Background: an optimization exercise with open tools, aiming at small area. Do not read the settings as production practice.
Function was checked by simulation only, so behaviour that the tests miss may differ from the original.
The flow treats the clock pin as an ideal source, which a real chip does not have.
Power is estimated from default activity; no workload was simulated.

==> inputs of trial 94 <==
==> flow/design.v <==
module kairo_csr_hpm #(
  parameter int NUM_HPM    = 13,
  parameter int CNT_WIDTH  = 64,
  parameter int NUM_EVENTS = 16
) (
  input  logic                  clk_i,
  input  logic                  rst_i,
  input  logic [11:0]           csr_addr_i,
  input  logic                  csr_we_i,
  input  logic [31:0]           csr_wdata_i,
  input  logic [31:0]           csr_wmask_i,
  output logic [31:0]           csr_rdata_o,
  output logic                  csr_hit_o,
  input  logic                  retire_i,
  input  logic [NUM_EVENTS-1:0] events_i,
  output logic                  ovf_irq_o
);
  localparam int NCNT = NUM_HPM + 2;    
  logic [NCNT-1:0][63:0]              cnt_q;
  logic [NUM_HPM-1:0][NUM_EVENTS-1:0] evt_q;
  logic [NUM_HPM-1:0]                 ovf_q;
  logic [NUM_HPM+2:0]                 inh_q;    
  logic [31:0]                        rdata_q;
  logic                               hit_q, ovfIrq_q;
  logic [NCNT-1:0]    sLo, sHi, wLo, wHi, dCnt;
  logic               weLo, weHi;
  logic [NUM_HPM-1:0] sEvt, wEvt;
  logic               sInh, wInh, hit;
  hpm_dec #(.NCNT(NCNT), .NHPM(NUM_HPM)) uDec (
    .addr(csr_addr_i), .we(csr_we_i), .sLo(sLo), .sHi(sHi), .wLo(wLo), .wHi(wHi),
    .dCnt(dCnt), .weLo(weLo), .weHi(weHi),
    .sEvt(sEvt), .wEvt(wEvt), .sInh(sInh), .wInh(wInh), .hit(hit)
  );
  logic [31:0] rd;
  logic [31:0] inhRd;
  always_comb begin
    inhRd = '0;
    inhRd[NUM_HPM+2:0] = inh_q;
    inhRd[1] = 1'b0;
  end
  hpm_rdmux #(.NCNT(NCNT), .NHPM(NUM_HPM), .NEV(NUM_EVENTS)) uRd (
    .cnt(cnt_q), .sLo(sLo), .sHi(sHi), .evt(evt_q), .ovf(ovf_q), .sEvt(sEvt),
    .inh(inhRd), .sInh(sInh), .rd(rd)
  );
  logic [31:0] wv, wvn;
  assign wv  = (rd & ~csr_wmask_i) | (csr_wdata_i & csr_wmask_i);
  assign wvn = ~wv;
  logic [NCNT-1:0] incEn;
  logic [NCNT-1:0] wrap;
  always_comb begin
    incEn[0] = !inh_q[0];
    incEn[1] = retire_i && !inh_q[2];
    for (int i = 0; i < NUM_HPM; i++)
      incEn[i+2] = (|(events_i & evt_q[i])) && !inh_q[i+3];
  end
  genvar s;
  generate
    for (s = 0; s < NCNT; s++) begin : gCnt
      logic [63:0] cnt_d;
      hpm_cnt64 uC (.q(cnt_q[s]), .inc(incEn[s]), .wLo(wLo[s]), .wHi(wHi[s]), .dCnt(dCnt[s]),
                    .weLo(weLo), .weHi(weHi), .vn(wvn), .d(cnt_d), .wrap(wrap[s]));
      always_ff @(posedge clk_i or posedge rst_i) begin
        if (rst_i) cnt_q[s] <= '0;
        else       cnt_q[s] <= cnt_d;
      end
    end
    for (s = 0; s < NUM_HPM; s++) begin : gEvt
      logic [NUM_EVENTS-1:0] evt_d;
      hpm_hold #(.W(NUM_EVENTS)) uE (.q(evt_q[s]), .w(wEvt[s]), .v(wv[NUM_EVENTS-1:0]),
                                     .d(evt_d));
      always_ff @(posedge clk_i or posedge rst_i) begin
        if (rst_i) begin
          evt_q[s] <= '0;
          ovf_q[s] <= 1'b0;
        end else begin
          evt_q[s] <= evt_d;
          ovf_q[s] <= wrap[s+2] | (wEvt[s] ? wv[31] : ovf_q[s]);
        end
      end
    end
  endgenerate
  always_ff @(posedge clk_i or posedge rst_i) begin
    if (rst_i) begin
      inh_q    <= '0;
      rdata_q  <= '0;
      hit_q    <= 1'b0;
      ovfIrq_q <= 1'b0;
    end else begin
      if (wInh) begin
        inh_q    <= wv[NUM_HPM+2:0];
        inh_q[1] <= 1'b0;
      end
      rdata_q  <= rd;
      hit_q    <= hit;
      ovfIrq_q <= |ovf_q;
    end
  end
  assign csr_rdata_o = rdata_q;
  assign csr_hit_o   = hit_q;
  assign ovf_irq_o   = ovfIrq_q;
endmodule
module hpm_dec #(
  parameter int NCNT = 15,
  parameter int NHPM = 13
) (
  input  logic [11:0]     addr,
  input  logic            we,
  output logic [NCNT-1:0] sLo,
  output logic [NCNT-1:0] sHi,
  output logic [NCNT-1:0] wLo,
  output logic [NCNT-1:0] wHi,
  output logic [NCNT-1:0] dCnt,
  output logic            weLo,
  output logic            weHi,
  output logic [NHPM-1:0] sEvt,
  output logic [NHPM-1:0] wEvt,
  output logic            sInh,
  output logic            wInh,
  output logic            hit
);
  logic [3:0]  p10, p32;
  logic [1:0]  p4;
  logic [31:0] dec;
  logic selCnt, selLo, selHi, selEvt;
  assign selCnt = addr[11] & ~addr[10] & addr[9] & addr[8] & ~addr[6] & ~addr[5];
  assign selLo  = selCnt & ~addr[7];
  assign selHi  = selCnt & addr[7];
  assign selEvt = ~addr[11] & ~addr[10] & addr[9] & addr[8] & ~addr[7] & ~addr[6] & addr[5];
  always_comb begin
    for (int i = 0; i < 4; i++) begin
      p10[i] = (addr[1:0] == 2'(i));
      p32[i] = (addr[3:2] == 2'(i));
    end
    p4[0] = ~addr[4];
    p4[1] = addr[4];
    for (int i = 0; i < 32; i++) dec[i] = p10[i % 4] & p32[(i / 4) % 4] & p4[i / 16];
    for (int s = 0; s < NCNT; s++) begin
      dCnt[s] = dec[(s == 0) ? 0 : s + 1];
      sLo[s]  = selLo & dCnt[s];
      sHi[s]  = selHi & dCnt[s];
      wLo[s]  = we & sLo[s];
      wHi[s]  = we & sHi[s];
    end
    for (int i = 0; i < NHPM; i++) begin
      sEvt[i] = selEvt & dec[i + 3];
      wEvt[i] = we & sEvt[i];
    end
    sInh = selEvt & dec[0];
    wInh = we & sInh;
    weLo = we & selLo;
    weHi = we & selHi;
    hit  = (selCnt & ~dec[1]) | (selEvt & ~dec[1] & ~dec[2]);
  end
endmodule
module hpm_rdmux #(
  parameter int NCNT = 15,
  parameter int NHPM = 13,
  parameter int NEV  = 16
) (
  input  logic [NCNT-1:0][63:0]    cnt,
  input  logic [NCNT-1:0]          sLo,
  input  logic [NCNT-1:0]          sHi,
  input  logic [NHPM-1:0][NEV-1:0] evt,
  input  logic [NHPM-1:0]          ovf,
  input  logic [NHPM-1:0]          sEvt,
  input  logic [31:0]              inh,
  input  logic                     sInh,
  output logic [31:0]              rd
);
  for (genvar b = 0; b < 32; b++) begin : gBit
    localparam int NIN = 2*NCNT + ((b < NEV || b == 31) ? NHPM : 0) + ((b <= NHPM + 2) ? 1 : 0);
    localparam int NG  = (NIN + 2) / 3;
    logic [3*NG-1:0] dat, sel;
    logic [NG-1:0]   grpN;
    always_comb begin
      dat = '0;
      sel = '0;
      for (int s = 0; s < NCNT; s++) begin
        dat[2*s]   = cnt[s][b];
        sel[2*s]   = sLo[s];
        dat[2*s+1] = cnt[s][32+b];
        sel[2*s+1] = sHi[s];
      end
      if (b < NEV || b == 31)
        for (int i = 0; i < NHPM; i++) begin
          dat[2*NCNT+i] = (b == 31) ? ovf[i] : evt[i][b % NEV];
          sel[2*NCNT+i] = sEvt[i];
        end
      if (b <= NHPM + 2) begin
        dat[NIN-1] = inh[b];
        sel[NIN-1] = sInh;
      end
    end
    for (genvar g = 0; g < NG; g++) begin : gGrp
      hpm_ao222n uG (.a0(dat[3*g]), .s0(sel[3*g]), .a1(dat[3*g+1]), .s1(sel[3*g+1]),
                     .a2(dat[3*g+2]), .s2(sel[3*g+2]), .yn(grpN[g]));
    end
    assign rd[b] = ~&grpN;
  end
endmodule
module hpm_ao222n (
  input  logic a0, s0, a1, s1, a2, s2,
  output logic yn
);
  assign yn = ~((a0 & s0) | (a1 & s1) | (a2 & s2));
endmodule
module hpm_cnt64 (
  input  logic [63:0] q,
  input  logic        inc,
  input  logic        wLo,     
  input  logic        wHi,
  input  logic        dCnt,    
  input  logic        weLo,    
  input  logic        weHi,
  input  logic [31:0] vn,
  output logic [63:0] d,
  output logic        wrap
);
  logic wLoN, wHiN;
  assign wLoN = ~wLo;
  assign wHiN = ~wHi;
  logic cLo, cHi;
  assign cLo = inc & ~(weHi & dCnt);
  assign cHi = inc & ~((weHi | weLo) & dCnt);
  logic [3:0] a16;
  for (genvar k = 0; k < 4; k++) begin : gAll
    assign a16[k] = &q[16*k+15:16*k];
  end
  logic [3:0]  cs;        
  assign cs[0] = cLo;
  assign cs[1] = cLo & a16[0];
  assign cs[2] = cHi & a16[0] & a16[1];
  assign cs[3] = cHi & a16[0] & a16[1] & a16[2];
  logic [16:0] cg;        
  for (genvar g = 0; g < 16; g++) begin : gGrp
    if (g % 4 == 0) begin : gFirst
      assign cg[g] = cs[g / 4];
    end
    if (g % 4 != 3 || g == 15) begin : gCo
      hpm_cgrp4 uG (.q(q[4*g+3:4*g]), .c(cg[g]), .w(g < 8 ? wLo : wHi), .wn(g < 8 ? wLoN : wHiN),
                    .vn(vn[(4*g+3)%32:(4*g)%32]), .d(d[4*g+3:4*g]), .co(cg[g+1]));
    end else begin : gNoCo
      hpm_cgrp4n uG (.q(q[4*g+3:4*g]), .c(cg[g]), .w(g < 8 ? wLo : wHi), .wn(g < 8 ? wLoN : wHiN),
                     .vn(vn[(4*g+3)%32:(4*g)%32]), .d(d[4*g+3:4*g]));
    end
  end
  assign wrap = cg[16];
endmodule
module hpm_cgrp4 (
  input  logic [3:0] q,
  input  logic       c,
  input  logic       w,
  input  logic       wn,
  input  logic [3:0] vn,
  output logic [3:0] d,
  output logic       co
);
  logic cn1, cn2, cn3, pn23;
  logic [3:0] yn;    
  hpm_nand2 uN1 (.a(c), .b(q[0]), .y(cn1));
  hpm_nand3 uN2 (.a(c), .b(q[0]), .c(q[1]), .y(cn2));
  hpm_nand4 uN3 (.a(c), .b(q[0]), .c(q[1]), .e(q[2]), .y(cn3));
  hpm_nand2 uP  (.a(q[2]), .b(q[3]), .y(pn23));
  hpm_nor2  uCo (.a(cn2), .b(pn23), .y(co));
  hpm_xnor2 uX0 (.a(q[0]), .b(c),   .y(yn[0]));
  hpm_xor2  uX1 (.a(q[1]), .b(cn1), .y(yn[1]));
  hpm_xor2  uX2 (.a(q[2]), .b(cn2), .y(yn[2]));
  hpm_xor2  uX3 (.a(q[3]), .b(cn3), .y(yn[3]));
  for (genvar i = 0; i < 4; i++) begin : gSel
    hpm_oai22 uO (.a(yn[i]), .b(w), .c(vn[i]), .e(wn), .y(d[i]));
  end
endmodule
module hpm_cgrp4n (
  input  logic [3:0] q,
  input  logic       c,
  input  logic       w,
  input  logic       wn,
  input  logic [3:0] vn,
  output logic [3:0] d
);
  logic cn1, cn2, cn3;
  logic [3:0] yn;
  hpm_nand2 uN1 (.a(c), .b(q[0]), .y(cn1));
  hpm_nand3 uN2 (.a(c), .b(q[0]), .c(q[1]), .y(cn2));
  hpm_nand4 uN3 (.a(c), .b(q[0]), .c(q[1]), .e(q[2]), .y(cn3));
  hpm_xnor2 uX0 (.a(q[0]), .b(c),   .y(yn[0]));
  hpm_xor2  uX1 (.a(q[1]), .b(cn1), .y(yn[1]));
  hpm_xor2  uX2 (.a(q[2]), .b(cn2), .y(yn[2]));
  hpm_xor2  uX3 (.a(q[3]), .b(cn3), .y(yn[3]));
  for (genvar i = 0; i < 4; i++) begin : gSel
    hpm_oai22 uO (.a(yn[i]), .b(w), .c(vn[i]), .e(wn), .y(d[i]));
  end
endmodule
module hpm_nand2 (input logic a, b, output logic y);
  assign y = ~(a & b);
endmodule
module hpm_nand3 (input logic a, b, c, output logic y);
  assign y = ~(a & b & c);
endmodule
module hpm_nand4 (input logic a, b, c, e, output logic y);
  assign y = ~(a & b & c & e);
endmodule
module hpm_nor2 (input logic a, b, output logic y);
  assign y = ~(a | b);
endmodule
module hpm_xor2 (input logic a, b, output logic y);
  assign y = a ^ b;
endmodule
module hpm_xnor2 (input logic a, b, output logic y);
  assign y = ~(a ^ b);
endmodule
module hpm_oai22 (input logic a, b, c, e, output logic y);
  assign y = ~((a | b) & (c | e));
endmodule
module hpm_hold #(
  parameter int W = 16
) (
  input  logic [W-1:0] q,
  input  logic         w,
  input  logic [W-1:0] v,
  output logic [W-1:0] d
);
  logic wn;
  assign wn = ~w;
  for (genvar i = 0; i < W; i++) begin : gBit
    hpm_hbit uB (.q(q[i]), .w(w), .wn(wn), .v(v[i]), .d(d[i]));
  end
endmodule
module hpm_hbit (
  input  logic q, w, wn, v,
  output logic d
);
  assign d = (q & wn) | (v & w);
endmodule
==> flow/run.sh <==
#!/bin/bash
# synth_recipe.tcl (not shown) runs the flow's synth.tcl, then flattens the netlist and writes it again
# the make line also repeats each setting of config.mk as NAME=value (left out here)
make -C /OpenROAD-flow-scripts/flow DESIGN_CONFIG=/design/flow/config.mk WORK_HOME=/design/flow/orfs CLKGATE_MAP_FILE= SYNTH_SCRIPT=/design/flow/synth_recipe.tcl finish
==> flow/config.mk <==
export PLATFORM = sky130hd
export DESIGN_NAME = kairo_csr_hpm
export DESIGN_NICKNAME = kairo_csr_hpm
export VERILOG_FILES = /design/flow/design.v
export SDC_FILE = /design/flow/constraint.sdc
export NUM_CORES = 4
export LEC_CHECK = 0
export CAP_MARGIN = 20
export CORE_MARGIN = 2
export CORE_UTILIZATION = 55
export PLACE_DENSITY = 0.65
export SLEW_MARGIN = 20
export SYNTH_HIERARCHICAL = 1
==> flow/constraint.sdc <==
create_clock -name core_clock -period 7.0 [get_ports {clk_i}]
set_input_delay 1.4000 -clock core_clock [delete_from_list [all_inputs] [get_ports {clk_i}]]
set_output_delay 1.4000 -clock core_clock [all_outputs]
set_load 0.01 [all_outputs]
==> inputs of build 96, as changes to trial 94 <==
==> flow/design.v, changed modules only <==
module hpm_rdmux #(
  parameter int NCNT = 15,
  parameter int NHPM = 13,
  parameter int NEV  = 16
) (
  input  logic [NCNT-1:0][63:0]    cnt,
  input  logic [NCNT-1:0]          sLo,
  input  logic [NCNT-1:0]          sHi,
  input  logic [NHPM-1:0][NEV-1:0] evt,
  input  logic [NHPM-1:0]          ovf,
  input  logic [NHPM-1:0]          sEvt,
  input  logic [31:0]              inh,
  input  logic                     sInh,
  output logic [31:0]              rd
);
  for (genvar b = 0; b < 32; b++) begin : gBit
    localparam int NIN = 2*NCNT + ((b < NEV || b == 31) ? NHPM : 0) +
                         ((b <= NHPM + 2 && b != 1) ? 1 : 0);
    localparam int NG  = NIN / 3;         
    localparam int NR  = NIN % 3;         
    logic [NIN-1:0] dat, sel;
    logic [NG-1:0]  grpN;
    always_comb begin
      dat = '0;
      sel = '0;
      for (int s = 0; s < NCNT; s++) begin
        dat[2*s]   = cnt[s][b];
        sel[2*s]   = sLo[s];
        dat[2*s+1] = cnt[s][32+b];
        sel[2*s+1] = sHi[s];
      end
      if (b < NEV || b == 31)
        for (int i = 0; i < NHPM; i++) begin
          dat[2*NCNT+i] = (b == 31) ? ovf[i] : evt[i][b % NEV];
          sel[2*NCNT+i] = sEvt[i];
        end
      if (b <= NHPM + 2 && b != 1) begin
        dat[NIN-1] = inh[b];
        sel[NIN-1] = sInh;
      end
    end
    for (genvar g = 0; g < NG; g++) begin : gGrp
      hpm_ao222n uG (.a0(dat[3*g]), .s0(sel[3*g]), .a1(dat[3*g+1]), .s1(sel[3*g+1]),
                     .a2(dat[3*g+2]), .s2(sel[3*g+2]), .yn(grpN[g]));
    end
    logic [NR:0] remN;    
    assign remN[NR] = 1'b1;
    for (genvar r = 0; r < NR; r++) begin : gRem
      hpm_nand2 uR (.a(dat[3*NG+r]), .b(sel[3*NG+r]), .y(remN[r]));
    end
    assign rd[b] = ~&{grpN, remN};
  end
endmodule
==> flow/flow/run.sh (new file) <==
#!/bin/bash
# The standard layout (the standard.sh, unchanged synthesis), with knobs ORFS reads from
# the environment:
#  * clock tree: sink clusters of up to 25 flip-flops within 100 um, no dummy loads;
#  * port buffers: the smallest buffer cell (every port still gets its buffer);
#  * after clock tree synthesis, cells on paths with slack are sized down
#    (flow/post_cts.tcl).
set -e
export CTS_ARGS="-sink_clustering_enable -repair_clock_nets -dont_use_dummy_load -sink_clustering_size 25 -sink_clustering_max_diameter 100"
export BUFFER_PORTS_ARGS="-buffer_cell sky130_fd_sc_hd__buf_1"
export POST_CTS_TCL="$PWD/flow/post_cts.tcl"
bash standard.sh > standard.log 2>&1
==> flow/flow/post_cts.tcl (new file) <==
# Size down cells that have setup slack to spare, then legalize again.
estimate_parasitics -placement
repair_timing -recover_power 100
detailed_placement
check_placement -verbose
estimate_parasitics -placement
==> flow/standard.sh (new file) <==
#!/bin/bash
# synth_recipe.tcl (not shown) runs the flow's synth.tcl, then flattens the netlist and writes it again
# the make line also repeats each setting of config.mk as NAME=value (left out here)
make -C /OpenROAD-flow-scripts/flow DESIGN_CONFIG=/design/flow/config.mk WORK_HOME=/design/flow/orfs CLKGATE_MAP_FILE= SYNTH_SCRIPT=/design/flow/synth_recipe.tcl "${@:-finish}"
CORE_UTILIZATION = 50   (was 55)
PLACE_DENSITY = 0.6   (was 0.65)
removed: flow/run.sh
==> inputs of build 70, as changes to trial 94 <==
==> flow/design.v, changed modules only <==
module hpm_rdmux #(
  parameter int NCNT = 15,
  parameter int NHPM = 13,
  parameter int NEV  = 16
) (
  input  logic [NCNT-1:0][63:0]    cnt,
  input  logic [NCNT-1:0]          sLo,
  input  logic [NCNT-1:0]          sHi,
  input  logic [NHPM-1:0][NEV-1:0] evt,
  input  logic [NHPM-1:0]          ovf,
  input  logic [NHPM-1:0]          sEvt,
  input  logic [31:0]              inh,
  input  logic                     sInh,
  output logic [31:0]              rd
);
  for (genvar b = 0; b < 32; b++) begin : gBit
    localparam int NIN = 2*NCNT + ((b < NEV || b == 31) ? NHPM : 0) +
                         ((b <= NHPM + 2 && b != 1) ? 1 : 0);
    localparam int NG  = NIN / 3;         
    localparam int NR  = NIN % 3;         
    logic [NIN-1:0] dat, sel;
    logic [NG-1:0]  grpN;
    always_comb begin
      dat = '0;
      sel = '0;
      for (int s = 0; s < NCNT; s++) begin
        dat[2*s]   = cnt[s][b];
        sel[2*s]   = sLo[s];
        dat[2*s+1] = cnt[s][32+b];
        sel[2*s+1] = sHi[s];
      end
      if (b < NEV || b == 31)
        for (int i = 0; i < NHPM; i++) begin
          dat[2*NCNT+i] = (b == 31) ? ovf[i] : evt[i][b % NEV];
          sel[2*NCNT+i] = sEvt[i];
        end
      if (b <= NHPM + 2 && b != 1) begin
        dat[NIN-1] = inh[b];
        sel[NIN-1] = sInh;
      end
    end
    for (genvar g = 0; g < NG; g++) begin : gGrp
      hpm_ao222n uG (.a0(dat[3*g]), .s0(sel[3*g]), .a1(dat[3*g+1]), .s1(sel[3*g+1]),
                     .a2(dat[3*g+2]), .s2(sel[3*g+2]), .yn(grpN[g]));
    end
    logic [NR:0] remN;    
    assign remN[NR] = 1'b1;
    for (genvar r = 0; r < NR; r++) begin : gRem
      hpm_nand2 uR (.a(dat[3*NG+r]), .b(sel[3*NG+r]), .y(remN[r]));
    end
    assign rd[b] = ~&{grpN, remN};
  end
endmodule
==> flow/flow/run.sh (new file) <==
#!/bin/bash
# The standard layout (the standard.sh, unchanged synthesis), with knobs ORFS reads from
# the environment:
#  * clock tree: sink clusters of up to 25 flip-flops within 100 um, no dummy loads;
#  * port buffers: the smallest buffer cell (every port still gets its buffer);
#  * after clock tree synthesis, cells on paths with slack are sized down
#    (flow/post_cts.tcl).
set -e
export CTS_ARGS="-sink_clustering_enable -repair_clock_nets -dont_use_dummy_load -sink_clustering_size 25 -sink_clustering_max_diameter 100"
export BUFFER_PORTS_ARGS="-buffer_cell sky130_fd_sc_hd__buf_1"
export POST_CTS_TCL="$PWD/flow/post_cts.tcl"
bash standard.sh > standard.log 2>&1
==> flow/flow/post_cts.tcl (new file) <==
# Size down cells that have setup slack to spare, then legalize again.
estimate_parasitics -placement
repair_timing -recover_power 100
detailed_placement
check_placement -verbose
estimate_parasitics -placement
==> flow/standard.sh (new file) <==
#!/bin/bash
# synth_recipe.tcl (not shown) runs the flow's synth.tcl, then flattens the netlist and writes it again
# the make line also repeats each setting of config.mk as NAME=value (left out here)
make -C /OpenROAD-flow-scripts/flow DESIGN_CONFIG=/design/flow/config.mk WORK_HOME=/design/flow/orfs CLKGATE_MAP_FILE= SYNTH_SCRIPT=/design/flow/synth_recipe.tcl "${@:-finish}"
removed: flow/run.sh
==> inputs of trial 30, as changes to trial 94 <==
==> flow/design.v, changed modules only <==
module hpm_rdmux #(
  parameter int NCNT = 15,
  parameter int NHPM = 13,
  parameter int NEV  = 16
) (
  input  logic [NCNT-1:0][63:0]    cnt,
  input  logic [NCNT-1:0]          sLo,
  input  logic [NCNT-1:0]          sHi,
  input  logic [NHPM-1:0][NEV-1:0] evt,
  input  logic [NHPM-1:0]          ovf,
  input  logic [NHPM-1:0]          sEvt,
  input  logic [31:0]              inh,
  input  logic                     sInh,
  output logic [31:0]              rd
);
  for (genvar b = 0; b < 32; b++) begin : gBit
    localparam int NIN = 2*NCNT + ((b < NEV || b == 31) ? NHPM : 0) +
                         ((b <= NHPM + 2 && b != 1) ? 1 : 0);
    localparam int NG  = NIN / 3;         
    localparam int NR  = NIN % 3;         
    logic [NIN-1:0] dat, sel;
    logic [NG-1:0]  grpN;
    always_comb begin
      dat = '0;
      sel = '0;
      for (int s = 0; s < NCNT; s++) begin
        dat[2*s]   = cnt[s][b];
        sel[2*s]   = sLo[s];
        dat[2*s+1] = cnt[s][32+b];
        sel[2*s+1] = sHi[s];
      end
      if (b < NEV || b == 31)
        for (int i = 0; i < NHPM; i++) begin
          dat[2*NCNT+i] = (b == 31) ? ovf[i] : evt[i][b % NEV];
          sel[2*NCNT+i] = sEvt[i];
        end
      if (b <= NHPM + 2 && b != 1) begin
        dat[NIN-1] = inh[b];
        sel[NIN-1] = sInh;
      end
    end
    for (genvar g = 0; g < NG; g++) begin : gGrp
      hpm_ao222n uG (.a0(dat[3*g]), .s0(sel[3*g]), .a1(dat[3*g+1]), .s1(sel[3*g+1]),
                     .a2(dat[3*g+2]), .s2(sel[3*g+2]), .yn(grpN[g]));
    end
    logic [NR:0] remN;    
    assign remN[NR] = 1'b1;
    for (genvar r = 0; r < NR; r++) begin : gRem
      hpm_nand2 uR (.a(dat[3*NG+r]), .b(sel[3*NG+r]), .y(remN[r]));
    end
    assign rd[b] = ~&{grpN, remN};
  end
endmodule
==> flow/flow/run.sh (new file) <==
#!/bin/bash
# The standard layout (the standard.sh, unchanged synthesis), with knobs ORFS reads from
# the environment:
#  * clock tree: sink clusters of up to 25 flip-flops within 100 um, no dummy loads;
#  * port buffers: the smallest buffer cell (every port still gets its buffer);
#  * after clock tree synthesis, cells on paths with slack are sized down
#    (flow/post_cts.tcl).
set -e
export CTS_ARGS="-sink_clustering_enable -repair_clock_nets -dont_use_dummy_load -sink_clustering_size 25 -sink_clustering_max_diameter 100"
export BUFFER_PORTS_ARGS="-buffer_cell sky130_fd_sc_hd__buf_1"
export POST_CTS_TCL="$PWD/flow/post_cts.tcl"
bash standard.sh > standard.log 2>&1
==> flow/flow/post_cts.tcl (new file) <==
# Size down cells that have setup slack to spare, then legalize again.
estimate_parasitics -placement
repair_timing -recover_power 100
detailed_placement
check_placement -verbose
estimate_parasitics -placement
==> flow/standard.sh (new file) <==
#!/bin/bash
# synth_recipe.tcl (not shown) runs the flow's synth.tcl, then flattens the netlist and writes it again
# the make line also repeats each setting of config.mk as NAME=value (left out here)
make -C /OpenROAD-flow-scripts/flow DESIGN_CONFIG=/design/flow/config.mk WORK_HOME=/design/flow/orfs CLKGATE_MAP_FILE= SYNTH_SCRIPT=/design/flow/synth_recipe.tcl "${@:-finish}"
CAP_MARGIN = 5   (was 20)
SLEW_MARGIN = 5   (was 20)
removed: flow/run.sh
==> notes <==
Build 96 finished clean. Trial 94 produced a clean layout. Build 70 went through all stages and came out clean. Trial 30 reached the layout checks and failed them: capacitance limit, slew limit.
Hold slack, lowest first: trial 94, trial 30, build 96, build 70.
Between trial 94 and trial 30, the lower count of clock-buffer cells in the layout is in trial 30 (gap 158).
In build 70 the non-clock buffer count is higher than in trial 30, by 8.
The lowest first-iteration DRC count belongs to build 96, the highest to trial 30.
Against build 70, the core utilization of trial 94 is higher by 4.0 points.
Of build 96 and build 70, build 96 has the higher worst setup slack (gap 0.025 ns).
In area after synthesis, trial 94 and build 96 hardly differ.
The lowest register-to-register slack belongs to trial 94, the highest to build 96.
In trial 94 the sequential power is higher than in build 70, by about 0.8%.

-- separate check: timing with driven ports --
In the flow no input, the clock included, has a driving cell. The finished layouts below were timed again as built, in two steps.
Step 1: set_driving_cell puts a clkbuf_16 on clk_i and a buf_2 on each other input, an assumption about the parent block.
Step 2 adds t to the input delays and takes it off the output delays; t is the mean of the earliest and latest rising clock arrival at the registers after step 1. Input paths then give back, and output paths get back, about the clock's delay inside the block.
Slacks: ideal ports / drivers / drivers and shift; pairs: ideal ports / drivers.
run	t, ns	slack for setup (ns)	pins driven straight from the clock port
trial 94	0.831	0.540 / 0.598 / -0.234	1
build 96	0.794	0.627 / 0.639 / -0.155	1
build 70	0.803	0.602 / 0.659 / -0.144	1
trial 30	0.794	0.226 / 0.281 / -0.513	1
The setup slack of build 96, which loses most, moves by +0.012 ns with the drivers and by -0.782 ns with both steps.
